Context: an optimization exercise on an open-source flow, tuned for small area. The choices shown serve that exercise and are no tape-out recipe.
At most, simulation tests tie the RTL to the original design; equivalence was not proved.
For runs 3 to 5, only the layout was checked, not whether the RTL still works.
No activity file was given, so power comes from the tool's default toggle rates.

===== flow/run.sh =====
#!/bin/bash
# synth_recipe.tcl (not shown) runs the flow's synth.tcl, then flattens the netlist and writes it again
# the make line also repeats each setting of config.mk as NAME=value (left out here)
make -C /OpenROAD-flow-scripts/flow DESIGN_CONFIG=/design/flow/config.mk WORK_HOME=/design/flow/orfs CLKGATE_MAP_FILE= SYNTH_SCRIPT=/design/flow/synth_recipe.tcl finish

===== flow/config.mk =====
export PLATFORM = sky130hd
export DESIGN_NAME = cache_ctrl_fsm
export DESIGN_NICKNAME = cache_ctrl_fsm
export VERILOG_FILES = /design/flow/design.v
export SDC_FILE = /design/flow/constraint.sdc
export NUM_CORES = 4
export LEC_CHECK = 0
export CAP_MARGIN = 20
export CORE_MARGIN = 2
export CORE_UTILIZATION = 70
export CTS_CLUSTER_DIAMETER = 70
export CTS_CLUSTER_SIZE = 25
export SLEW_MARGIN = 20

===== flow/constraint.sdc =====
create_clock -name core_clock -period 8.0 [get_ports {clk_i}]
set_input_delay 1.6000 -clock core_clock [delete_from_list [all_inputs] [get_ports {clk_i}]]
set_output_delay 1.6000 -clock core_clock [all_outputs]
set_load 0.01 [all_outputs]

===== flow/design.v =====
module cache_ctrl_fsm #(
  parameter int ADDR_W   = 32,
  parameter int INDEX_W  = 4,
  parameter int OFFSET_W = 4
) (
  input  logic                clk_i,
  input  logic                rst_i,
  input  logic                cpu_req_i,
  input  logic                cpu_we_i,
  input  logic [ADDR_W-1:0]   cpu_addr_i,
  output logic                cpu_ready_o,
  output logic                cpu_hit_o,
  output logic                busy_o,
  input  logic [1:0]          lru_way_i,
  output logic                lru_update_o,
  output logic [INDEX_W-1:0]  lru_set_o,
  output logic [1:0]          lru_access_way_o,
  output logic                mem_req_o,
  output logic                mem_we_o,
  output logic [ADDR_W-1:0]   mem_addr_o,
  input  logic                mem_ack_i,
  output logic                fill_pulse_o,
  output logic [15:0]         hit_count_o,
  output logic [15:0]         miss_count_o
);
  localparam int TAG_W = ADDR_W - INDEX_W - OFFSET_W;
  localparam int SETS  = 1 << INDEX_W;
  localparam int LINES = SETS * 4;
  localparam logic [2:0] S_IDLE = 3'b000;
  localparam logic [2:0] S_CMP  = 3'b001;
  localparam logic [2:0] S_WB   = 3'b011;
  localparam logic [2:0] S_RF   = 3'b010;
  localparam logic [2:0] S_FILL = 3'b110;
  localparam logic [2:0] S_RDYM = 3'b100;
  localparam logic [2:0] S_RDYH = 3'b101;
  logic [2:0]         state_q;
  logic [3:0]         rot_q;
  logic [TAG_W-1:0]   tag_q   [4][SETS];   
  logic [SETS-1:0]    dirty_q [4];         
  logic [2:0]         vcnt_q  [SETS];      
  logic               we_q;
  logic [TAG_W-1:0]   req_tag_q;
  logic [INDEX_W-1:0] idx_q;
  logic [1:0]         way_q;
  logic               st_idle, st_cmp, st_wb, st_rf, st_fill, st_rdym, st_rdyh;
  assign st_idle = (state_q == S_IDLE);
  assign st_cmp  = (state_q == S_CMP);
  assign st_wb   = (state_q == S_WB);
  assign st_rf   = (state_q == S_RF);
  assign st_fill = (state_q == S_FILL);
  assign st_rdym = (state_q == S_RDYM);
  assign st_rdyh = (state_q == S_RDYH);
  logic [SETS-1:0]    sel_q, nsel_s;
  logic [3:0]         apos_s;
  assign nsel_s = {sel_q[SETS-2:0], sel_q[SETS-1]};
  assign apos_s = cpu_addr_i[OFFSET_W +: INDEX_W] + rot_q + 4'd1;
  always_ff @(posedge clk_i) begin
    if (rst_i)                     sel_q <= SETS'(1);
    else if (st_idle && cpu_req_i) sel_q <= SETS'(1) << apos_s;
    else                           sel_q <= nsel_s;
  end
  logic [TAG_W-1:0]   rd_s [4];
  logic [2:0]         vc_s;
  logic [3:0]         valid_s, match_s, drd_s;
  logic               hit_s, allv_s, victim_dirty_s;
  logic [1:0]         hit_way_s, inv_way_s, victim_way_s;
  assign vc_s = vcnt_q[idx_q];
  assign valid_s = {vc_s[2] & ~vc_s[0], vc_s[2], vc_s[1], vc_s[1] | vc_s[0]};
  assign allv_s  = vc_s[2] & ~vc_s[0];
  assign inv_way_s = {vc_s[1], vc_s[0] & (vc_s[2] | ~vc_s[1])};
  always_comb begin
    for (int w = 0; w < 4; w++) begin
      rd_s[w]  = '0;
      drd_s[w] = 1'b0;
      for (int j = 0; j < SETS; j++) begin
        rd_s[w]  = rd_s[w] | (tag_q[w][j] & {TAG_W{sel_q[j]}});
        drd_s[w] = drd_s[w] | (dirty_q[w][j] & sel_q[j]);
      end
      match_s[w] = valid_s[w] && (rd_s[w] == req_tag_q);
    end
  end
  assign hit_s = |match_s;
  assign hit_way_s = {match_s[3] | match_s[2], match_s[3] | match_s[1]};
  assign victim_way_s = allv_s ? lru_way_i : inv_way_s;
  assign victim_dirty_s = allv_s & drd_s[lru_way_i];
  always_ff @(posedge clk_i) begin
    if (rst_i) begin
      state_q <= S_IDLE;
    end else begin
      case (state_q)
        S_IDLE:  if (cpu_req_i) state_q <= S_CMP;
        S_CMP:   state_q <= hit_s ? S_RDYH : (victim_dirty_s ? S_WB : S_RF);
        S_WB:    if (mem_ack_i) state_q <= S_RF;
        S_RF:    if (mem_ack_i) state_q <= S_FILL;
        S_FILL:  state_q <= S_RDYM;
        default: state_q <= S_IDLE;
      endcase
    end
  end
  always_ff @(posedge clk_i) begin
    if (rst_i) rot_q <= 4'd0;
    else       rot_q <= rot_q + 4'd1;
  end
  always_ff @(posedge clk_i) begin
    if (st_idle && cpu_req_i) begin
      we_q      <= cpu_we_i;
      req_tag_q <= cpu_addr_i[ADDR_W-1 -: TAG_W];
    end
  end
  always_ff @(posedge clk_i) begin
    if (rst_i) begin
      idx_q <= '0;
      way_q <= 2'd0;
    end else begin
      if (st_idle && cpu_req_i) idx_q <= cpu_addr_i[OFFSET_W +: INDEX_W];
      if (st_cmp) way_q <= hit_s ? hit_way_s : victim_way_s;
    end
  end
  always_ff @(posedge clk_i) begin
    for (int s = 0; s < SETS; s++) begin
      if (rst_i) vcnt_q[s] <= 3'b000;
      else if (st_rf && mem_ack_i && idx_q == 4'(s))
        vcnt_q[s] <= {vcnt_q[s][1], vcnt_q[s][1] | vcnt_q[s][0], ~vcnt_q[s][2]};
    end
  end
  logic tag_wr_s, dirty_wr_s;
  assign tag_wr_s = ~(st_cmp | st_wb);
  assign dirty_wr_s = st_rf | st_fill | st_rdym | ((st_rdyh | st_idle) & we_q);
  always_ff @(posedge clk_i) begin
    for (int w = 0; w < 4; w++) begin
      for (int j = 0; j < SETS; j++) begin
        if (j % 4 == 0 && tag_wr_s && way_q == 2'(w) && nsel_s[j])
          tag_q[w][j] <= req_tag_q;
        else
          tag_q[w][j] <= tag_q[w][(j + SETS - 1) % SETS];
        if (j % 2 == 0 && dirty_wr_s && way_q == 2'(w) && nsel_s[j])
          dirty_q[w][j] <= we_q;
        else
          dirty_q[w][j] <= dirty_q[w][(j + SETS - 1) % SETS];
      end
    end
  end
  assign cpu_ready_o      = st_rdyh | st_rdym;
  assign cpu_hit_o        = st_rdyh;
  assign busy_o           = ~st_idle;
  assign lru_update_o     = st_rdyh | st_rdym;
  assign lru_set_o        = idx_q;
  assign lru_access_way_o = way_q;
  assign mem_req_o        = st_wb | st_rf;
  assign mem_we_o         = st_wb;
  assign fill_pulse_o     = st_fill;
  assign mem_addr_o       = {({TAG_W{st_wb}} & rd_s[way_q]) |
                             ({TAG_W{st_rf}} & req_tag_q),
                             idx_q & {INDEX_W{st_wb | st_rf}}, {OFFSET_W{1'b0}}};
  logic unused_s;
  assign unused_s = ^{cpu_addr_i[OFFSET_W-1:0]};
  logic [15:0] hit_cnt_q, miss_cnt_q;
  always_ff @(posedge clk_i) begin
    if (rst_i) begin
      hit_cnt_q  <= 16'd0;
      miss_cnt_q <= 16'd0;
    end else begin
      if (st_rdyh && hit_cnt_q != 16'hFFFF) hit_cnt_q <= hit_cnt_q + 16'd1;
      if (st_rdym && miss_cnt_q != 16'hFFFF) miss_cnt_q <= miss_cnt_q + 16'd1;
    end
  end
  assign hit_count_o  = hit_cnt_q;
  assign miss_count_o = miss_cnt_q;
endmodule

==> impl_metrics.ini, run 1 <==
[place]
gp_congestion = 0.911
hpwl_mm = 87.8
port_buffers = 107
dpl_worst_slack_ns = 2.49

[power_and_ir_drop]
leakage_nw = 21.3
peakVddDrop_mv = 0.217
p_per_area_nw_per_um2 = 296

[logic_synthesis]
synth.cell_area_um2 = 53700
synth_warnings = 5
yosysSeqAreaShare_pct = 65.1
synth_edf_count = 25
synth-seq-cells = 1734
ys_async_sr_fraction_pct = 0
syn_area_per_cell_um2 = 13.0
netlist_instances = 4135
ys_types = 74
synth_ff_type = dfxtp_1

[worst_setup_path]
crit_fanout = 50
critPathCaptureType = output port
crit_type = register to output port
critPathRequiredTime_ns = 6.40
cp_num_buf_inv = 2
timing.critical_path.slowest_cell_delay_ns = 0.85
path_cells = buf_4, a22o_1, a221oi_1, and4_1, mux4_2, o21ai_0, clkdlybuf4s50_1
slowest_stage = dfxtp_4
cp.depth = 7
start_kind = register
crit_family = buffers and inverters
arrival_ns = 4.71
regToRegSetupSlack_ns = 3.38
r2r_cells = 10

[die]
initial_core_util_pct = 70.7
core_um2 = 75900
die_y_um = 281
die_x_um = 281
dieArea_um2 = 78900
io_pins = 116
num_rows = 101

[final_layout]
diodes = 0
layout-drive-gt1-share_pct = 14.8
syn_to_final_growth_pct = 6.99
fill_cells = 4876
layout.nets = 4118
multiInputGateArea_um2 = 17300
ff_latch_area_um2 = 35000

[timing]
maxSlewViolCount = 0
setup_viol = 0
max_freq_ghz = 0.158
fin_ws_ns = 1.69
period_share_pct = 78.9
fin_crit_ns = 6.31
finalHoldViolCount = 0
tns_ns = 0
slew_headroom_pct = 18.4
worstMarginPinSlew_ns = 1.22
rsz0062_at_grt = false
finClkSkew_ns = 0.0275

[clock_tree]
clockRootBuffer = clkbuf_16
post_cts_buffers = 0
cts_tree = built
ctsResizeCount = 0
cts_hold_repair.buffers = 0
clock_path_buffers = 3
cts_buffers = 79
cts_htree_levels = 3
clkTransAtPathRegs_ns = 0.10
clk_latency_ns = 0.67
clock-sinks = 1734

[worst_hold_path]
whs_path_depth = 0
worstHoldPathType = register to register

[route]
postRouteAntennaNets = 0
wire_per_inst_um = 30.2
first_pass_iters = 6
drt_iter0_drc = 4273
drc = 0
routed_wirelength_mm = 155
vias = 35976
vias_per_cell = 7.02

[global_routing]
grt_pass1_vias = 35586
overflow = 0
grt_pass1_wl_mm = 227
grt_antenna_before_repair = 2
grt.total_usage_pct = 38.6
grt_max_degree = 112

[status]
outcome = finished clean

[flow_run]
maxCapViolations = 0
[final timing paths]
check / start / end
max: sel_q[5]$_SDFF_PP0_ / mem_addr_o[18]
min: tag_q[46][19]$_DFF_P_ / tag_q[47][19]$_DFF_P_
max reg2reg: sel_q[5]$_SDFF_PP0_ / state_q[1]$_SDFFE_PP0P_
min reg2reg: tag_q[46][19]$_DFF_P_ / tag_q[47][19]$_DFF_P_
[logic make-up (layout without fill, tap and decap cells)]
logic type                 after synthesis  in the layout  share of synthesized area (%)
DFF                                   1734           1734                           65.1
AOI/OAI and AO/OA                      972            972                           15.0
and+or+nand+nor                        533            533                           5.28
muxes                                  429            429                           9.47
buffers and inverters                  330            285                           2.83
xor gates and xnor gates               129            129                           2.10
adders and majority gates                7              7                          0.177
other                                    1              4                        0.00699
[state kept, by name, indices dropped and copies added (netlist names), 16 cells and up]
| register | count |
|---|---|
| tag_q | 1536 |
| dirty_q | 64 |
| vcnt_q | 48 |
| req_tag_q | 24 |
| hit_cnt_q | 16 |
| miss_cnt_q | 16 |
| sel_q | 16 |
[synthesized netlist by cell type, types with 15 or more instances]
cell type	instances	area (µm²)
a21oi_1	41	205
a221oi_1	374	3280
a22o_1	378	3310
a22oi_1	57	428
and4_1	94	823
buf_1	43	161
buf_2	68	340
buf_6	20	225
clkbuf_1	170	638
dfxtp_1	1709	34200
edfxtp_1	25	751
inv_1	17	63.8
mux2_2	386	4350
mux2i_1	16	160
mux4_2	24	541
nand2_1	155	582
nand3_1	39	195
nand4_1	17	106
nor2_1	139	522
nor2b_1	15	93.8
nor3_1	15	75.1
nor4_1	18	113
o21ai_0	63	315
xnor2_1	95	832
xor2_1	34	298
[metal layers]
metal	share of wire, %	global-route usage (%)	vias to the layer above	wire length (µm)
li1	-	-	15225	-
met1	40	51.9	18141	62700
met2	45	60.5	2168	69900
met3	10	8.16	438	15500
met4	4.4	16.6	4	6830
met5	0.017	0	-	27
[worst register-to-register path, cell delays in order, from the launching register on]
cell	delay, ns
dfxtp_4	0.85
buf_4	0.88
a22o_1	0.34
a221oi_1	0.04
and4_1	0.21
xnor2_1	0.22
nor4_1	0.55
nand4_1	0.41
o32ai_1	0.70
nor2_1	0.13
o2bb2ai_1	0.16
[placed cells by master, fill, tap and decap left out, types with 39 or more instances in the layout]
cell type,instances
clkbuf_16,81
buf_4,49
clkdlybuf4s50_1,106
nand3_1,39
a22oi_1,57
a21oi_1,41
nand2_1,139
nor2_1,138
dfxtp_1,1690
a221oi_1,374
xnor2_1,95
a22o_1,378
mux2_2,386
o21ai_0,63
and4_1,94
[area by class of cell]
| type | instances | share of cell area [%] |
|---|---|---|
| timing repair buffer | 166 | 2.86 |
| clock buffer | 97 | 3.63 |
| sequential | 1734 | 61.0 |
| tap | 1030 | 2.24 |
| clock inverter | 5 | 0.109 |
| inverter | 17 | 0.111 |
| multi-input combinational | 2074 | 30.0 |
[per-stage QoR]
step / cells / hold slack (ns) / instance area (µm²) / power [mW] / utilization [%]
after global placement: 5021 / 0.332 / 55300 / 12.5 / 72.8
after floorplan: 4138 / 0.327 / 53700 / 11.5 / -
after detailed placement: 5021 / 0.336 / 55300 / 12.6 / 72.8
final: 5123 / 0.336 / 57400 / 17.0 / 75.6
after global routing: 5123 / 0.341 / 57400 / 17.4 / 75.6
after CTS: 5123 / 0.331 / 57400 / 16.9 / 75.6
[power by group]
part           switching (mW)  leakage (nW)  internal [mW]
Sequential              0.915          14.1           9.66
Combinational            1.17          6.24          0.742
Clock                    2.62          1.05           1.86
Total                    4.70          21.3           12.3
==> inputs of run 2 (changes only) <==
--- a/flow/config.mk
+++ b/flow/config.mk
@@ -7,7 +7,7 @@
 export LEC_CHECK = 0
 export CAP_MARGIN = 20
 export CORE_MARGIN = 2
-export CORE_UTILIZATION = 70
+export CORE_UTILIZATION = 80
 export CTS_CLUSTER_DIAMETER = 70
 export CTS_CLUSTER_SIZE = 25
 export SLEW_MARGIN = 20
==> run 2 against run 1 <==
Net effect: combinational power about the same; via count increased by 2.9%; final cell count decreased by 3.1%; clock skew increased by 0.0047 ns; critical path depth unchanged; maximum frequency increased by 0.28%; sequential power about the same; die area decreased by 12%; first-iteration DRC count increased by 31%; sequential share of layout area increased by 0.16 points.
==> impl_metrics.ini, run 2 <==
[final_layout]
largest_reg_flops = 1536
fin_area_um2 = 57300
largest_registers = tag_q (1536), dirty_q (64), vcnt_q (48)
final_cell_mix = dfxtp_1, mux2_2, a22o_1, a221oi_1
layout.nets = 4126
top_register = tag_q
fill_cells = 3120
post_layout_nonfiller_instances = 4965
layout-drive-gt1-share_pct = 15.1
final_common_cell = dfxtp_1
syn_to_final_growth_pct = 6.71
diodes = 0

[worst_hold_path]
whs_path_depth = 0
min_from = tag_q[54][19]$_DFF_P_
worstHoldPathType = register to register
worst_hold_path.endpoint = tag_q[55][19]$_DFF_P_

[global_routing]
grt_max_degree = 112
overflow = 0
grt.total_usage_pct = 44.6
grt_antenna_before_repair = 0
grt_pass1_vias = 37144
grt_pass1_wl_mm = 233
grt-busiest-layer = met2
gr-usage-met3_pct = 11.3
met2_usage_pct = 68.9
grtUsageMet1_pct = 56.7

[timing]
setup_viol = 0
max_freq_ghz = 0.159
fin_crit_ns = 6.29
rsz0062_at_grt = false
hold_ws_ns = 0.343
period_share_pct = 78.7
worstMarginPinSlew_ns = 1.20
slew_headroom_pct = 19.1
finalHoldViolCount = 0
tns_ns = 0
maxSlewViolCount = 0
finClkSkew_ns = 0.0322

[worst_setup_path]
r2r_cells = 10
arrival_ns = 4.69
start_kind = register
r2r_start = sel_q[15]$_SDFF_PP0_
rr_endpoint = state_q[0]$_SDFFE_PP0P_
critPathRequiredTime_ns = 6.40
crit_fanout = 45
crit_type = register to output port
regToRegSetupSlack_ns = 3.29
critPathCaptureType = output port

[die]
initial_core_util_pct = 81.2
dieArea_um2 = 69200
io_pins = 116
core_um2 = 66100
die_x_um = 263
die_y_um = 263
num_rows = 94

[logic_synthesis]
synth_edf_count = 25
synth_top_area_share_pct = 63.7
synth_top_area_cell = dfxtp_1
synth_warnings = 5
synth.area.top_cells = dfxtp_1, mux2_2, a22o_1
ys_types = 74
syn_area_per_cell_um2 = 13.0
synth-seq-cells = 1734
yosysSeqAreaShare_pct = 65.1
netlist_instances = 4135
synth_ff_type = dfxtp_1
synthTopCellsByCount = dfxtp_1, mux2_2, a22o_1
synth.cell_area_um2 = 53700
ys_async_sr_fraction_pct = 0
synth.most_common_cell = dfxtp_1

[route]
postRouteAntennaNets = 0
drc = 0
drt_iter0_drc = 5611
first_pass_iters = 6
vias = 37005
wire_per_inst_um = 31.9
vias_per_cell = 7.45
routed_wirelength_mm = 159

[clock_tree]
clock-sinks = 1734
post_cts_buffers = 0
clockRootBuffer = clkbuf_16
ctsResizeCount = 0
cts_hold_repair.buffers = 0
clkTransAtPathRegs_ns = 0.10
cts_htree_levels = 3
clk_latency_ns = 0.68
clock_path_buffers = 3
cts_buffers = 79
cts_tree = built

[place]
hpwl_mm = 90.7
port_buffers = 107
gp_congestion = 0.928
placed_area_um2 = 55100
placedCellCount = 4863

[power_and_ir_drop]
p_per_area_nw_per_um2 = 297
power_mw = 17.0
leakage_nw = 21.4
peakVddDrop_mv = 0.222

[status]
outcome = finished clean

[flow_run]
maxCapViolations = 0
-- run 2: routing by layer --
layer	share of wire, %	vias to the layer above
li1	-	15265
met1	36	18169
met2	45	2847
met3	12	724
met4	7.1	0
met5	0	-
-- run 2: worst max-delay path by stage --
stage                                startpoint        endpoint  slack (ns)
after floorplan           way_q[1]$_SDFFE_PP0P_  mem_addr_o[13]        4.15
after global placement     sel_q[14]$_SDFF_PP0_  mem_addr_o[13]        2.68
after detailed placement   sel_q[12]$_SDFF_PP0_  mem_addr_o[13]        2.68
after CTS                  sel_q[15]$_SDFF_PP0_  mem_addr_o[14]        1.94
after global routing       sel_q[15]$_SDFF_PP0_  mem_addr_o[28]        1.80
final                      sel_q[12]$_SDFF_PP0_  mem_addr_o[13]        1.71
-- run 2: cell type report --
class,count,area (µm²),area share (%)
clock inverters,8,104,0.181
clock buffers,94,2060,3.60
multi-input cells,2074,17200,30.1
repair buffers,174,1690,2.95
well taps,864,1080,1.89
flip-flops and latches,1734,35000,61.2
inverters,17,63.8,0.111
-- run 2: worst max-delay path: stages (launching register included) --
cell             delay [ns]
dfxtp_4                0.97
buf_12                 0.39
a22o_1                 0.21
a221oi_1               0.06
and4_1                 0.31
mux4_2                 0.45
o21ai_0                0.87
clkdlybuf4s50_1        0.73
-- run 2: through the flow --
step | setup WS, ns | utilization (%)
3_5_place_dp | 2.68 | 83.4
4_1_cts | 1.94 | 86.6
2_1_floorplan | 4.15 | -
5_1_grt | 1.80 | 86.7
3_3_place_gp | 2.68 | 83.4
6_report | 1.71 | 86.7
-- run 2: kinds of logic after synthesis --
| logic type | share of synthesized area, % |
|---|---|
| fa+ha+maj | 0.177 |
| compound gates | 15.0 |
| buf+inv | 2.83 |
| flops | 65.1 |
| xor+xnor | 2.10 |
| simple gates | 5.28 |
| mux | 9.47 |
| other cells | 0.00699 |
-- run 2: power breakdown --
| part | total, mW | switching (mW) | internal [mW] |
|---|---|---|---|
| Sequential | 10.6 | 0.978 | 9.66 |
| Clock | 4.49 | 2.63 | 1.86 |
| Combinational | 1.88 | 1.14 | 0.744 |
| Total | 17.0 | 4.75 | 12.3 |
==> inputs of run 3 (changes only) <==
--- a/flow/design.v
+++ b/flow/design.v
@@ -50,15 +50,10 @@
   assign st_fill = (state_q == S_FILL);
   assign st_rdym = (state_q == S_RDYM);
   assign st_rdyh = (state_q == S_RDYH);
-  logic [SETS-1:0]    sel_q, nsel_s;
-  logic [3:0]         apos_s;
-  assign nsel_s = {sel_q[SETS-2:0], sel_q[SETS-1]};
-  assign apos_s = cpu_addr_i[OFFSET_W +: INDEX_W] + rot_q + 4'd1;
-  always_ff @(posedge clk_i) begin
-    if (rst_i)                     sel_q <= SETS'(1);
-    else if (st_idle && cpu_req_i) sel_q <= SETS'(1) << apos_s;
-    else                           sel_q <= nsel_s;
-  end
+  logic [3:0]         pos_s, npos_s;
+  logic [SETS-1:0]    sel_s;
+  assign pos_s  = idx_q + rot_q;
+  assign npos_s = pos_s + 4'd1;
   logic [TAG_W-1:0]   rd_s [4];
   logic [2:0]         vc_s;
   logic [3:0]         valid_s, match_s, drd_s;
@@ -69,12 +64,13 @@
   assign allv_s  = vc_s[2] & ~vc_s[0];
   assign inv_way_s = {vc_s[1], vc_s[0] & (vc_s[2] | ~vc_s[1])};
   always_comb begin
+    for (int j = 0; j < SETS; j++) sel_s[j] = (pos_s == 4'(j));
     for (int w = 0; w < 4; w++) begin
       rd_s[w]  = '0;
       drd_s[w] = 1'b0;
       for (int j = 0; j < SETS; j++) begin
-        rd_s[w]  = rd_s[w] | (tag_q[w][j] & {TAG_W{sel_q[j]}});
-        drd_s[w] = drd_s[w] | (dirty_q[w][j] & sel_q[j]);
+        rd_s[w]  = rd_s[w] | (tag_q[w][j] & {TAG_W{sel_s[j]}});
+        drd_s[w] = drd_s[w] | (dirty_q[w][j] & sel_s[j]);
       end
       match_s[w] = valid_s[w] && (rd_s[w] == req_tag_q);
     end
@@ -129,11 +125,11 @@
   always_ff @(posedge clk_i) begin
     for (int w = 0; w < 4; w++) begin
       for (int j = 0; j < SETS; j++) begin
-        if (j % 4 == 0 && tag_wr_s && way_q == 2'(w) && nsel_s[j])
+        if (j % 4 == 0 && tag_wr_s && way_q == 2'(w) && npos_s == 4'(j))
           tag_q[w][j] <= req_tag_q;
         else
           tag_q[w][j] <= tag_q[w][(j + SETS - 1) % SETS];
-        if (j % 2 == 0 && dirty_wr_s && way_q == 2'(w) && nsel_s[j])
+        if (j % 2 == 0 && dirty_wr_s && way_q == 2'(w) && npos_s == 4'(j))
           dirty_q[w][j] <= we_q;
         else
           dirty_q[w][j] <= dirty_q[w][(j + SETS - 1) % SETS];
--- a/flow/config.mk
+++ b/flow/config.mk
@@ -7,7 +7,8 @@
 export LEC_CHECK = 0
 export CAP_MARGIN = 20
 export CORE_MARGIN = 2
-export CORE_UTILIZATION = 80
-export CTS_CLUSTER_DIAMETER = 70
-export CTS_CLUSTER_SIZE = 25
+export CORE_UTILIZATION = 60
+export CTS_CLUSTER_DIAMETER = 80
+export CTS_CLUSTER_SIZE = 30
+export SETUP_SLACK_MARGIN = 0.2
 export SLEW_MARGIN = 20
==> run 3 against run 2 <==
Net effect: still clean; via count increased by 8.9%; register-to-register slack worse by 1.6 ns; global-route usage decreased by 9.9 points; die area grew 45%; critical path type unchanged.
==> impl_metrics.ini, run 3 <==
[final_layout]
multiInputGateArea_um2 = 22100
final_common_cell = dfxtp_1
fill_cells = 7720
top_register = tag_q
layout.nets = 5083
largest_registers = tag_q (1536), dirty_q (64), vcnt_q (48)
final_cell_mix = dfxtp_1, nand2_1, mux2_2, nand3_1, mux2i_1
fin_area_um2 = 62800
layout-drive-gt1-share_pct = 15.8
post-route-util_pct = 64.9
syn_to_final_growth_pct = 7.10
ff_latch_area_um2 = 34600
largest_reg_flops = 1536

[route]
postRouteAntennaNets = 0
drt_iter0_drc = 4230
vias_per_cell = 6.36
routed_wirelength_mm = 176
wire_per_inst_um = 27.9
vias = 40313
drc = 0
first_pass_iters = 6

[logic_synthesis]
synth.cell_area_um2 = 58600
synth_fa_ha_area_share_pct = 0.162
synthTopCellsByCount = dfxtp_1, nand2_1, mux2_2
synth.area.top_cells = dfxtp_1, mux2_2, mux2i_1
synth_top_family_by_area = multiplexers
synth_edf_count = 25
synth_top_area_cell = dfxtp_1
synth_compound_area_share_pct = 10.3
ys_async_sr_fraction_pct = 0
syn_area_per_cell_um2 = 11.5
synth_warnings = 5
synth_top_area_share_pct = 57.8
ys_types = 88
synth-xor-area-share_pct = 1.74
netlist_instances = 5109
yosysSeqAreaShare_pct = 59.1
synth.most_common_cell = dfxtp_1
synth_ff_type = dfxtp_1
synth-simple-area-share_pct = 9.53
synth-seq-cells = 1718
synth.area.mux_share_pct = 15.6

[global_routing]
grt_antenna_before_repair = 9
grt_pass1_wl_mm = 258
overflow = 0
grt_pass1_vias = 38171
grt_max_degree = 99
grt.total_usage_pct = 34.7

[timing]
max_freq_ghz = 0.134
slew_headroom_pct = 22.3
worstMarginPinSlew_ns = 1.16
finClkSkew_ns = 0.0287
setup_viol = 0
period_share_pct = 93.2
maxSlewViolCount = 0
rsz0062_at_grt = false
finalHoldViolCount = 0
tns_ns = 0
fin_crit_ns = 7.46

[clock_tree]
clockRootBuffer = clkbuf_16
clock-sinks = 1718
post_cts_buffers = 0
cts_tree = built
cts_buffers = 68
cts_htree_levels = 3
ctsResizeCount = 0
clkTransAtPathRegs_ns = 0.11
cts_hold_repair.buffers = 0
clk_latency_ns = 0.69
clock_path_buffers = 3

[worst_setup_path]
critPathCaptureType = output port
crit_fanout = 31
start_kind = register
arrival_ns = 5.86
path_cells = ha_4, fa_4, nand2b_2, buf_4, o22ai_1, a2111oi_0, o22ai_1, mux4_2, a22o_1, clkdlybuf4s50_1
timing.critical_path.slowest_cell_delay_ns = 1.05
critPathRequiredTime_ns = 6.40
slowest_stage = fa_4
worst_path_most_repeated_cell = o22ai_1
crit_type = register to output port

[flow_run]
maxCapViolations = 0

[die]
dieArea_um2 = 100000
initial_core_util_pct = 60.6
die_y_um = 317
core_um2 = 96700
die_x_um = 317
num_rows = 114
io_pins = 116

[power_and_ir_drop]
peakVddDrop_mv = 0.196
p_per_area_nw_per_um2 = 276
p_comb_share_pct = 18.8
leakage_nw = 23.2
p_int_mw = 12.1
pwr-share-seq_pct = 56.2
p_clk_share_pct = 24.9
switching_share_pct = 30.1
p_switching_mw = 5.22

[status]
outcome = finished clean

[place]
placed_area_um2 = 60800
port_buffers = 107
gp_congestion = 0.895
hpwl_mm = 107

[worst_hold_path]
worstHoldPathType = register to register
## run 3: power groups by stage
stage	Sequential [mW]	Clock (mW)	Combinational, mW
after floorplan	9.76	0	2.01
after global placement	9.89	0	3.17
after detailed placement	9.91	0	3.18
after CTS	9.72	4.37	3.20
after global routing	9.81	4.65	3.39
final	9.74	4.32	3.26
## run 3: worst max-delay path, delay by kind of cell (launching register included)
family                     cells  cell delay [ns]
and+or+nand+nor                1             0.50
muxes                          1             0.55
AOI/OAI and AO/OA              4             1.21
adders and majority gates      2             1.24
DFF                            1             0.39
buffers and inverters          2             1.22
## run 3: cell families after synthesis
group / count (synthesis)
buffers and inverters: 417
multiplexers: 751
other: 1
XOR/XNOR: 114
flip-flops: 1718
AND/OR/NAND/NOR: 1206
AO/OA/AOI/OAI: 895
adder cells (fa/ha/maj): 7
## run 3: final cells by class
type | instances | share of cell area (%)
clock buffer | 84 | 2.99
antenna | 1 | 0.00399
clock inverter | 6 | 0.0957
sequential | 1718 | 55.2
inverter | 21 | 0.134
multi-input combinational | 2977 | 35.2
timing repair buffer | 251 | 3.84
tap | 1276 | 2.54
## run 3: worst paths after layout
kind / startpoint / end / slack [ns] / cells past startpoint
worst max-delay path: idx_q[0]$_SDFFE_PP0P_ / mem_addr_o[23] / 0.54 / 10
worst min-delay path: dirty_q[2][2]$_DFF_P_ / dirty_q[2][3]$_DFF_P_ / 0.34 / 0
worst max register to register: idx_q[0]$_SDFFE_PP0P_ / way_q[0]$_SDFFE_PP0N_ / 1.69 / 13
worst min register to register: dirty_q[2][2]$_DFF_P_ / dirty_q[2][3]$_DFF_P_ / 0.34 / 0
## run 3: stage by stage
stage,power [mW],hold slack [ns],instances,setup WS [ns]
final,17.3,0.341,6334,0.544
after CTS,17.3,0.340,6333,0.628
after floorplan,11.8,0.323,5112,2.66
after detailed placement,13.1,0.329,6243,1.36
after global placement,13.1,0.326,6243,1.38
after global routing,17.9,0.342,6334,0.339
## run 3: layer usage
layer  global-route usage [%]  up-vias  part of all wire [%]
li1                         -    18110                     -
met1                     49.2    20131                    44
met2                     53.5     1742                    44
met3                     6.59      322                   8.2
met4                     12.2        8                   3.8
met5                        0        -                 0.029
==> inputs of run 4 (changes only) <==
--- a/flow/config.mk
+++ b/flow/config.mk
@@ -8,7 +8,7 @@
 export CAP_MARGIN = 20
 export CORE_MARGIN = 2
 export CORE_UTILIZATION = 60
-export CTS_CLUSTER_DIAMETER = 80
-export CTS_CLUSTER_SIZE = 30
+export CTS_CLUSTER_DIAMETER = 60
+export CTS_CLUSTER_SIZE = 20
 export SETUP_SLACK_MARGIN = 0.2
 export SLEW_MARGIN = 20
==> run 4 against run 3 <==
Net effect: wire length increased by 0.99%; register-to-register slack got worse by 0.07 ns; die area is the same; final cell count rose by 1.6%; critical path type unchanged; clock skew decreased by 0.0033 ns; largest cell class unchanged; critical endpoint unchanged; synthesized cell count stayed put; clock power grew 43%; worst hold slack lost 0.00071 ns; core utilization up 1.9 points; critical path depth unchanged; worst setup slack got worse by 0.0015 ns; combinational power barely moved.
==> impl_metrics.ini, run 4 <==
[route]
drt_iter0_drc = 4415
first_pass_iters = 5
vias_per_cell = 6.35
routed_wirelength_mm = 178
postRouteAntennaNets = 0
vias = 40870
wire_per_inst_um = 27.7
drc = 0

[logic_synthesis]
synth_top_area_cell = dfxtp_1
netlist_instances = 5109
synth_warnings = 5
synth.area.top_cells = dfxtp_1, mux2_2, mux2i_1
synth-seq-cells = 1718
synth_edf_count = 25
synth.most_common_cell = dfxtp_1
yosysSeqAreaShare_pct = 59.1
synth_ff_type = dfxtp_1
synthTopCellsByCount = dfxtp_1, nand2_1, mux2_2
ys_async_sr_fraction_pct = 0
synth.cell_area_um2 = 58600
synth_top_area_share_pct = 57.8
ys_types = 88
syn_area_per_cell_um2 = 11.5

[worst_hold_path]
worstHoldPathType = register to register
worst_hold_path.endpoint = tag_q[46][19]$_DFF_P_
min_from = tag_q[45][19]$_DFF_P_
whs_path_depth = 0

[global_routing]
overflow = 0
grt.total_usage_pct = 35.0
grt-busiest-layer = met2
grtUsageMet1_pct = 49.2
grt_max_degree = 99
grt_antenna_before_repair = 7
met2_usage_pct = 53.7
grt_pass1_wl_mm = 260
gr-usage-met3_pct = 6.63
grt_pass1_vias = 38823

[worst_setup_path]
worst_path_most_repeated_cell = o22ai_1
start_kind = register
r2r_start = idx_q[0]$_SDFFE_PP0P_
r2r_cells = 13
crit_fanout = 31
regToRegSetupSlack_ns = 1.62
critPathRequiredTime_ns = 6.40
path_cells = ha_4, fa_4, nand2b_2, buf_4, o22ai_1, a2111oi_0, o22ai_1, mux4_2, a22o_1, clkdlybuf4s50_1
rr_endpoint = way_q[0]$_SDFFE_PP0N_
crit_family = adder cells
timing.critical_path.slowest_cell_delay_ns = 1.04
slowest_stage = fa_4
cp_num_buf_inv = 2
crit_type = register to output port
critPathCaptureType = output port
arrival_ns = 5.86

[place]
placed_area_um2 = 60800
gp_congestion = 0.895
port_buffers = 107
placedCellCount = 6243
hpwl_mm = 107
dpl_worst_slack_ns = 1.36

[die]
initial_core_util_pct = 60.6
dieArea_um2 = 100000
io_pins = 116
core_um2 = 96700
die_x_um = 317
num_rows = 114
die_y_um = 317

[clock_tree]
post_cts_buffers = 0
clock_path_buffers = 3
clockRootBuffer = clkbuf_16
clkTransAtPathRegs_ns = 0.08
clk_latency_ns = 0.73
cts_tree = built
clock-sinks = 1718
cts_hold_repair.buffers = 0
cts_htree_levels = 3
cts_buffers = 114
ctsResizeCount = 0

[timing]
period_share_pct = 93.2
tns_ns = 0
setup_viol = 0
rsz0062_at_grt = false
finalHoldViolCount = 0
worstMarginPinSlew_ns = 1.12
maxSlewViolCount = 0
finClkSkew_ns = 0.0254
fin_ws_ns = 0.542
fin_crit_ns = 7.46
max_freq_ghz = 0.134
slew_headroom_pct = 24.5

[final_layout]
final_cell_mix = dfxtp_1, nand2_1, mux2_2, nand3_1, mux2i_1
post_layout_nonfiller_instances = 6437
top_register = tag_q
diodes = 0
layout.nets = 5129
final_common_cell = dfxtp_1
syn_to_final_growth_pct = 10.3
largest_reg_flops = 1536
fill_cells = 7503
layout-drive-gt1-share_pct = 17.5
largest_registers = tag_q (1536), dirty_q (64), vcnt_q (48)
fin_area_um2 = 64600

[power_and_ir_drop]
peakVddDrop_mv = 0.206
p_per_area_nw_per_um2 = 297
power_mw = 19.2
leakage_nw = 24.1

[status]
outcome = finished clean

[flow_run]
maxCapViolations = 0
-- run 4: per-layer routing --
layer	part of all wire [%]	wire, µm	vias to the layer above
met3	8.3	14700	399
met1	43	77400	20319
li1	-	-	18282
met5	0.033	58	-
met4	4.2	7430	8
met2	44	78500	1862
-- run 4: final cells by class --
| cell class | count | area (µm²) | share of cell area, % |
|---|---|---|---|
| Multi-Input combinational cell | 2977 | 22100 | 34.2 |
| Sequential cell | 1718 | 34600 | 53.6 |
| Tap cell | 1276 | 1600 | 2.47 |
| Timing Repair Buffer | 251 | 2410 | 3.73 |
| Clock buffer | 134 | 3160 | 4.89 |
| Inverter | 21 | 83.8 | 0.130 |
| Clock inverter | 60 | 636 | 0.984 |
-- run 4: cell families (layout without fill, tap and decap cells) --
kind of cell	count (synthesis)	count (layout)	synth area share, %
AOI/OAI and AO/OA	895	895	10.3
buffers and inverters	417	466	3.61
other	1	4	0.00640
muxes	751	751	15.6
and+or+nand+nor	1206	1206	9.53
xor gates and xnor gates	114	114	1.74
adders and majority gates	7	7	0.162
DFF	1718	1718	59.1
-- run 4: worst max-delay path by stage --
stage | to | depth (start not counted) | slack (ns) | start
floorplan | idx_q[3]$_SDFFE_PP0P_ | 3 | 2.66 | cpu_req_i
global placement | mem_addr_o[23] | 10 | 1.38 | idx_q[0]$_SDFFE_PP0P_
detailed placement | mem_addr_o[23] | 10 | 1.36 | idx_q[0]$_SDFFE_PP0P_
CTS | mem_addr_o[23] | 10 | 0.60 | idx_q[0]$_SDFFE_PP0P_
global route | mem_addr_o[23] | 10 | 0.31 | idx_q[0]$_SDFFE_PP0P_
finish | mem_addr_o[23] | 10 | 0.54 | idx_q[0]$_SDFFE_PP0P_
-- run 4: power by group --
group / total (mW) / internal, mW / leakage (nW) / switching (mW)
clock network: 6.17 / 3.07 / 1.86 / 3.10
logic: 3.27 / 1.08 / 8.28 / 2.19
registers: 9.74 / 9.32 / 13.9 / 0.414
total: 19.2 / 13.5 / 24.1 / 5.71
-- run 4: metrics by stage --
step / util, % / hold WS [ns]
after global placement: 62.9 / 0.326
final: 66.8 / 0.340
after detailed placement: 62.9 / 0.329
after global routing: 66.8 / 0.344
after CTS: 66.8 / 0.343
after floorplan: - / 0.323
==> inputs of run 5 (changes only) <==
--- a/flow/design.v
+++ b/flow/design.v
@@ -34,10 +34,10 @@
   localparam logic [2:0] S_RDYM = 3'b100;
   localparam logic [2:0] S_RDYH = 3'b101;
   logic [2:0]         state_q;
-  logic [3:0]         rot_q;
-  logic [TAG_W-1:0]   tag_q   [4][SETS];   
-  logic [SETS-1:0]    dirty_q [4];         
-  logic [2:0]         vcnt_q  [SETS];      
+  logic               p_q;
+  logic [TAG_W-1:0]   tag_q   [LINES];
+  logic [LINES-1:0]   dirty_q;
+  logic [2:0]         vcnt_q  [SETS];    
   logic               we_q;
   logic [TAG_W-1:0]   req_tag_q;
   logic [INDEX_W-1:0] idx_q;
@@ -50,29 +50,22 @@
   assign st_fill = (state_q == S_FILL);
   assign st_rdym = (state_q == S_RDYM);
   assign st_rdyh = (state_q == S_RDYH);
-  logic [3:0]         pos_s, npos_s;
-  logic [SETS-1:0]    sel_s;
-  assign pos_s  = idx_q + rot_q;
-  assign npos_s = pos_s + 4'd1;
+  logic [TAG_W-1:0]   x_s;             
   logic [TAG_W-1:0]   rd_s [4];
   logic [2:0]         vc_s;
   logic [3:0]         valid_s, match_s, drd_s;
   logic               hit_s, allv_s, victim_dirty_s;
   logic [1:0]         hit_way_s, inv_way_s, victim_way_s;
+  assign x_s  = req_tag_q ^ {TAG_W{p_q}};
   assign vc_s = vcnt_q[idx_q];
   assign valid_s = {vc_s[2] & ~vc_s[0], vc_s[2], vc_s[1], vc_s[1] | vc_s[0]};
   assign allv_s  = vc_s[2] & ~vc_s[0];
   assign inv_way_s = {vc_s[1], vc_s[0] & (vc_s[2] | ~vc_s[1])};
   always_comb begin
-    for (int j = 0; j < SETS; j++) sel_s[j] = (pos_s == 4'(j));
     for (int w = 0; w < 4; w++) begin
-      rd_s[w]  = '0;
-      drd_s[w] = 1'b0;
-      for (int j = 0; j < SETS; j++) begin
-        rd_s[w]  = rd_s[w] | (tag_q[w][j] & {TAG_W{sel_s[j]}});
-        drd_s[w] = drd_s[w] | (dirty_q[w][j] & sel_s[j]);
-      end
-      match_s[w] = valid_s[w] && (rd_s[w] == req_tag_q);
+      rd_s[w]    = tag_q[{idx_q, 2'(w)}];
+      drd_s[w]   = dirty_q[{idx_q, 2'(w)}];
+      match_s[w] = valid_s[w] && (rd_s[w] == x_s);
     end
   end
   assign hit_s = |match_s;
@@ -94,8 +87,8 @@
     end
   end
   always_ff @(posedge clk_i) begin
-    if (rst_i) rot_q <= 4'd0;
-    else       rot_q <= rot_q + 4'd1;
+    if (rst_i) p_q <= 1'b0;
+    else       p_q <= ~p_q;
   end
   always_ff @(posedge clk_i) begin
     if (st_idle && cpu_req_i) begin
@@ -119,23 +112,19 @@
         vcnt_q[s] <= {vcnt_q[s][1], vcnt_q[s][1] | vcnt_q[s][0], ~vcnt_q[s][2]};
     end
   end
-  logic tag_wr_s, dirty_wr_s;
-  assign tag_wr_s = ~(st_cmp | st_wb);
-  assign dirty_wr_s = st_rf | st_fill | st_rdym | ((st_rdyh | st_idle) & we_q);
   always_ff @(posedge clk_i) begin
-    for (int w = 0; w < 4; w++) begin
-      for (int j = 0; j < SETS; j++) begin
-        if (j % 4 == 0 && tag_wr_s && way_q == 2'(w) && npos_s == 4'(j))
-          tag_q[w][j] <= req_tag_q;
-        else
-          tag_q[w][j] <= tag_q[w][(j + SETS - 1) % SETS];
-        if (j % 2 == 0 && dirty_wr_s && way_q == 2'(w) && npos_s == 4'(j))
-          dirty_q[w][j] <= we_q;
-        else
-          dirty_q[w][j] <= dirty_q[w][(j + SETS - 1) % SETS];
-      end
+    if ((st_rdyh && we_q) || st_rdym) dirty_q[{idx_q, way_q}] <= we_q;
+  end
+  logic wr_s;
+  assign wr_s = st_fill | st_rdym;
+  genvar gl;
+  generate
+    for (gl = 0; gl < LINES; gl++) begin : g_line
+      logic wl;
+      assign wl = wr_s && ({idx_q, way_q} == 6'(gl));
+      always_ff @(posedge clk_i) tag_q[gl] <= ~(tag_q[gl] | ({TAG_W{wl}} & x_s));
     end
-  end
+  endgenerate
   assign cpu_ready_o      = st_rdyh | st_rdym;
   assign cpu_hit_o        = st_rdyh;
   assign busy_o           = ~st_idle;
@@ -145,7 +134,7 @@
   assign mem_req_o        = st_wb | st_rf;
   assign mem_we_o         = st_wb;
   assign fill_pulse_o     = st_fill;
-  assign mem_addr_o       = {({TAG_W{st_wb}} & rd_s[way_q]) |
+  assign mem_addr_o       = {({TAG_W{st_wb}} & (rd_s[way_q] ^ {TAG_W{p_q}})) |
                              ({TAG_W{st_rf}} & req_tag_q),
                              idx_q & {INDEX_W{st_wb | st_rf}}, {OFFSET_W{1'b0}}};
   logic unused_s;
--- a/flow/config.mk
+++ b/flow/config.mk
@@ -7,8 +7,5 @@
 export LEC_CHECK = 0
 export CAP_MARGIN = 20
 export CORE_MARGIN = 2
-export CORE_UTILIZATION = 60
-export CTS_CLUSTER_DIAMETER = 60
-export CTS_CLUSTER_SIZE = 20
-export SETUP_SLACK_MARGIN = 0.2
+export CORE_UTILIZATION = 40
 export SLEW_MARGIN = 20
==> run 5 against run 4 <==
Net effect: count of clock-buffer cells in the layout up 118; sequential share of layout area fell by 7.7 points; wire length up 77%; worst hold slack gained 0.059 ns; core utilization shrank 20 points; clock power is 42% higher; total power rose by 17%; sequential cell count is 3 lower; clock skew rose by 0.037 ns; the layout now fails its checks (setup timing); register-to-register slack better by 0.48 ns; first-iteration DRC count increased by 130%.
==> impl_metrics.ini, run 5 <==
[clock_tree]
clk_latency_ns = 0.88
post_cts_buffers = 0
clock_path_buffers = 3
cts_tree = built
cts_hold_repair.buffers = 0
clockRootBuffer = clkbuf_16
cts_htree_levels = 4
cts_buffers = 175
ctsResizeCount = 0
clock-sinks = 1715
clkTransAtPathRegs_ns = 0.06

[worst_setup_path]
start_kind = register
cp_num_buf_inv = 3
crit_type = register to output port
timing.critical_path.slowest_cell_delay_ns = 0.88
slowest_stage = a222oi_1
r2r_start = idx_q[1]$_SDFFE_PP0P_
critPathRequiredTime_ns = 6.40
regToRegSetupSlack_ns = 2.10
arrival_ns = 6.49
crit_family = compound AO/OA/AOI/OAI gates
crit_fanout = 44
path_cells = buf_4, and3_1, buf_4, nand2_1, o21ai_0, a222oi_1, a21oi_1, a222oi_1, mux2i_1, xnor2_1, a211oi_1, clkdlybuf4s50_1
critPathCaptureType = output port
r2r_cells = 11
rr_endpoint = state_q[1]$_SDFFE_PP0P_

[timing]
slew_headroom_pct = 20.2
max_freq_ghz = 0.124
finalHoldViolCount = 0
setup_viol = 1
finClkSkew_ns = 0.0620
worstMarginPinSlew_ns = 1.20
fin_ws_ns = -0.0915
period_share_pct = 101
maxSlewViolCount = 0
tns_ns = -0.0915
rsz0062_at_grt = false
fin_crit_ns = 8.09

[die]
die_y_um = 410
io_pins = 116
dieArea_um2 = 168000
initial_core_util_pct = 40.2
core_um2 = 164000
num_rows = 149
die_x_um = 410

[logic_synthesis]
synth_top_family_by_area = compound AO/OA/AOI/OAI gates
synth_top_area_share_pct = 49.3
netlist_instances = 6801
synth_edf_count = 89
synth-seq-cells = 1715
synth_top_area_cell = dfxtp_1
synth_warnings = 4
yosysSeqAreaShare_pct = 53.3
synth.cell_area_um2 = 66000
synth.area.top_cells = dfxtp_1, a21oi_1, edfxtp_1
synth-xor-area-share_pct = 1.95
synth_compound_area_share_pct = 25.2
syn_area_per_cell_um2 = 9.71
ys_async_sr_fraction_pct = 0
synth_ff_type = dfxtp_1
synth_fa_ha_area_share_pct = 0.133
synth-simple-area-share_pct = 9.31
synth.most_common_cell = a21oi_1
synthTopCellsByCount = a21oi_1, dfxtp_1, clkbuf_1
ys_types = 102
synth.area.mux_share_pct = 5.34

[route]
wl_met2_mm = 129
route.layer.met1.wl_mm = 122
dr_wl_met3_mm = 40.7
postRouteAntennaNets = 0
drc = 0
vias = 60102
topRoutingLayerUsed = met5
wire_per_inst_um = 34.8
first_pass_iters = 9
drt_iter0_drc = 9968
vias_per_cell = 6.61
routed_wirelength_mm = 316

[final_layout]
post_layout_nonfiller_instances = 9093
largest_registers = tag_q (1536), dirty_q (64), vcnt_q (48)
final_common_cell = a21oi_1
ff_latch_area_um2 = 35200
final_cell_mix = a21oi_1, dfxtp_1, nor2_1, buf_4, nand2_1
layout-drive-gt1-share_pct = 13.2
post-route-util_pct = 46.7
fill_cells = 15352
syn_to_final_growth_pct = 16.2
fin_area_um2 = 76800
largest_reg_flops = 1536
layout.nets = 6796
multiInputGateArea_um2 = 28800
top_register = tag_q

[power_and_ir_drop]
leakage_nw = 30.8
p_per_area_nw_per_um2 = 291
power_mw = 22.4
peakVddDrop_mv = 0.248

[place]
gp_congestion = 1.02
port_buffers = 107
placedCellCount = 8761
placed_area_um2 = 70500
hpwl_mm = 207

[global_routing]
grt.total_usage_pct = 36.2
overflow = 0
grt_pass1_vias = 54914
grt_max_degree = 92
grt_antenna_before_repair = 31
grt_pass1_wl_mm = 434

[worst_hold_path]
worst_hold_path.endpoint = tag_q[19][3]$_DFF_P_
min_from = tag_q[19][3]$_DFF_P_
whs_path_depth = 1
worstHoldPathType = register to register

[flow_run]
maxCapViolations = 0

[status]
outcome = finished with violations
so_faults = setup timing
-- run 5: cell count changes after synthesis, moves of 121 or more --
cell,delta
a22o_1,+121
mux2_2,-345
clkbuf_1,+254
a21oi_1,+1563
nand2_1,-238
nor2_1,+188
nand3_1,-191
-- run 5: routing by layer --
| layer | vias to the layer above | global-route usage, % |
|---|---|---|
| li1 | 24988 | - |
| met1 | 29690 | 47.4 |
| met2 | 4376 | 50.8 |
| met3 | 1034 | 10.7 |
| met4 | 14 | 25.0 |
| met5 | - | 0.460 |
-- run 5: final cells by class --
type / count / area share, %
Antenna cell: 16 / 0.0522
Clock buffer: 252 / 6.81
Clock inverter: 63 / 1.19
Inverter: 43 / 0.210
Multi-Input combinational cell: 4395 / 37.5
Sequential cell: 1715 / 45.9
Tap cell: 2189 / 3.57
Timing Repair Buffer: 420 / 4.80
-- run 5: worst max path at each step --
| stage | slack, ns | endpoint | cells after the start | startpoint |
|---|---|---|---|---|
| after global placement | 0.71 | mem_addr_o[12] | 12 | idx_q[3]$_SDFFE_PP0P_ |
| after CTS | 0.13 | mem_addr_o[21] | 12 | idx_q[3]$_SDFFE_PP0P_ |
| after detailed placement | 1.05 | mem_addr_o[21] | 12 | idx_q[3]$_SDFFE_PP0P_ |
| after global routing | 0.01 | mem_addr_o[21] | 12 | idx_q[3]$_SDFFE_PP0P_ |
| after floorplan | 3.18 | mem_addr_o[10] | 12 | idx_q[2]$_SDFFE_PP0P_ |
| final | -0.09 | mem_addr_o[10] | 12 | idx_q[1]$_SDFFE_PP0P_ |
-- run 5: logic make-up (layout without fill, tap and decap cells) --
logic type | count (synthesis) | count (layout)
AO/OA/AOI/OAI | 2772 | 2772
XOR/XNOR | 147 | 147
adder cells (fa/ha/maj) | 7 | 7
buffers and inverters | 694 | 778
flip-flops | 1715 | 1715
multiplexers | 310 | 310
other | 1 | 20
AND/OR/NAND/NOR | 1155 | 1155
-- run 5: per-stage QoR --
| stage | hold slack (ns) | worst slack, ns |
|---|---|---|
| 2_1_floorplan | 0.380 | 3.18 |
| 3_3_place_gp | 0.388 | 0.708 |
| 3_5_place_dp | 0.390 | 1.05 |
| 4_1_cts | 0.398 | 0.134 |
| 5_1_grt | 0.409 | 0.0141 |
| 6_report | 0.399 | -0.0915 |
-- run 5: power by group --
group          total, mW  switching (mW)  internal [mW]
clock network       8.75            3.71           5.03
registers           8.94           0.187           8.75
logic               4.67            3.37           1.30
total               22.4            7.27           15.1

what the ideal ports hide:
The results above use ideal ports. As a check the final layouts listed here were re-extracted and re-timed, cells and wires unchanged.
Step 1: set_driving_cell puts a clkbuf_16 on clk_i and a buf_2 on each other input, an assumption about the parent block.
Step 2 times the ports against the registers' clock, not the clock port: input delays grow and output delays shrink by t, the midpoint of the rising clock arrivals with the driver on.
a / b / c = ideal ports / drivers / drivers and shift; a / b = the first two.
run | t, ns | slack for setup (ns) | worst hold slack (ns) | worst slew at a driven data input, ns | pins driven straight from the clock port
run 1 | 0.726 | 1.689 / 1.622 / 2.348 | 0.336 / 0.336 / 0.336 | 0.04 | 1
run 2 | 0.741 | 1.706 / 1.633 / 2.374 | 0.343 / 0.343 / 0.343 | 0.06 | 1
run 3 | 0.748 | 0.544 / 0.474 / 1.221 | 0.341 / 0.341 / 0.341 | 0.05 | 1
run 4 | 0.782 | 0.542 / 0.473 / 1.255 | 0.340 / 0.340 / 0.340 | 0.05 | 1
run 5 | 0.931 | -0.092 / -0.175 / 0.757 | 0.399 / 0.399 / 0.399 | 0.06 | 1
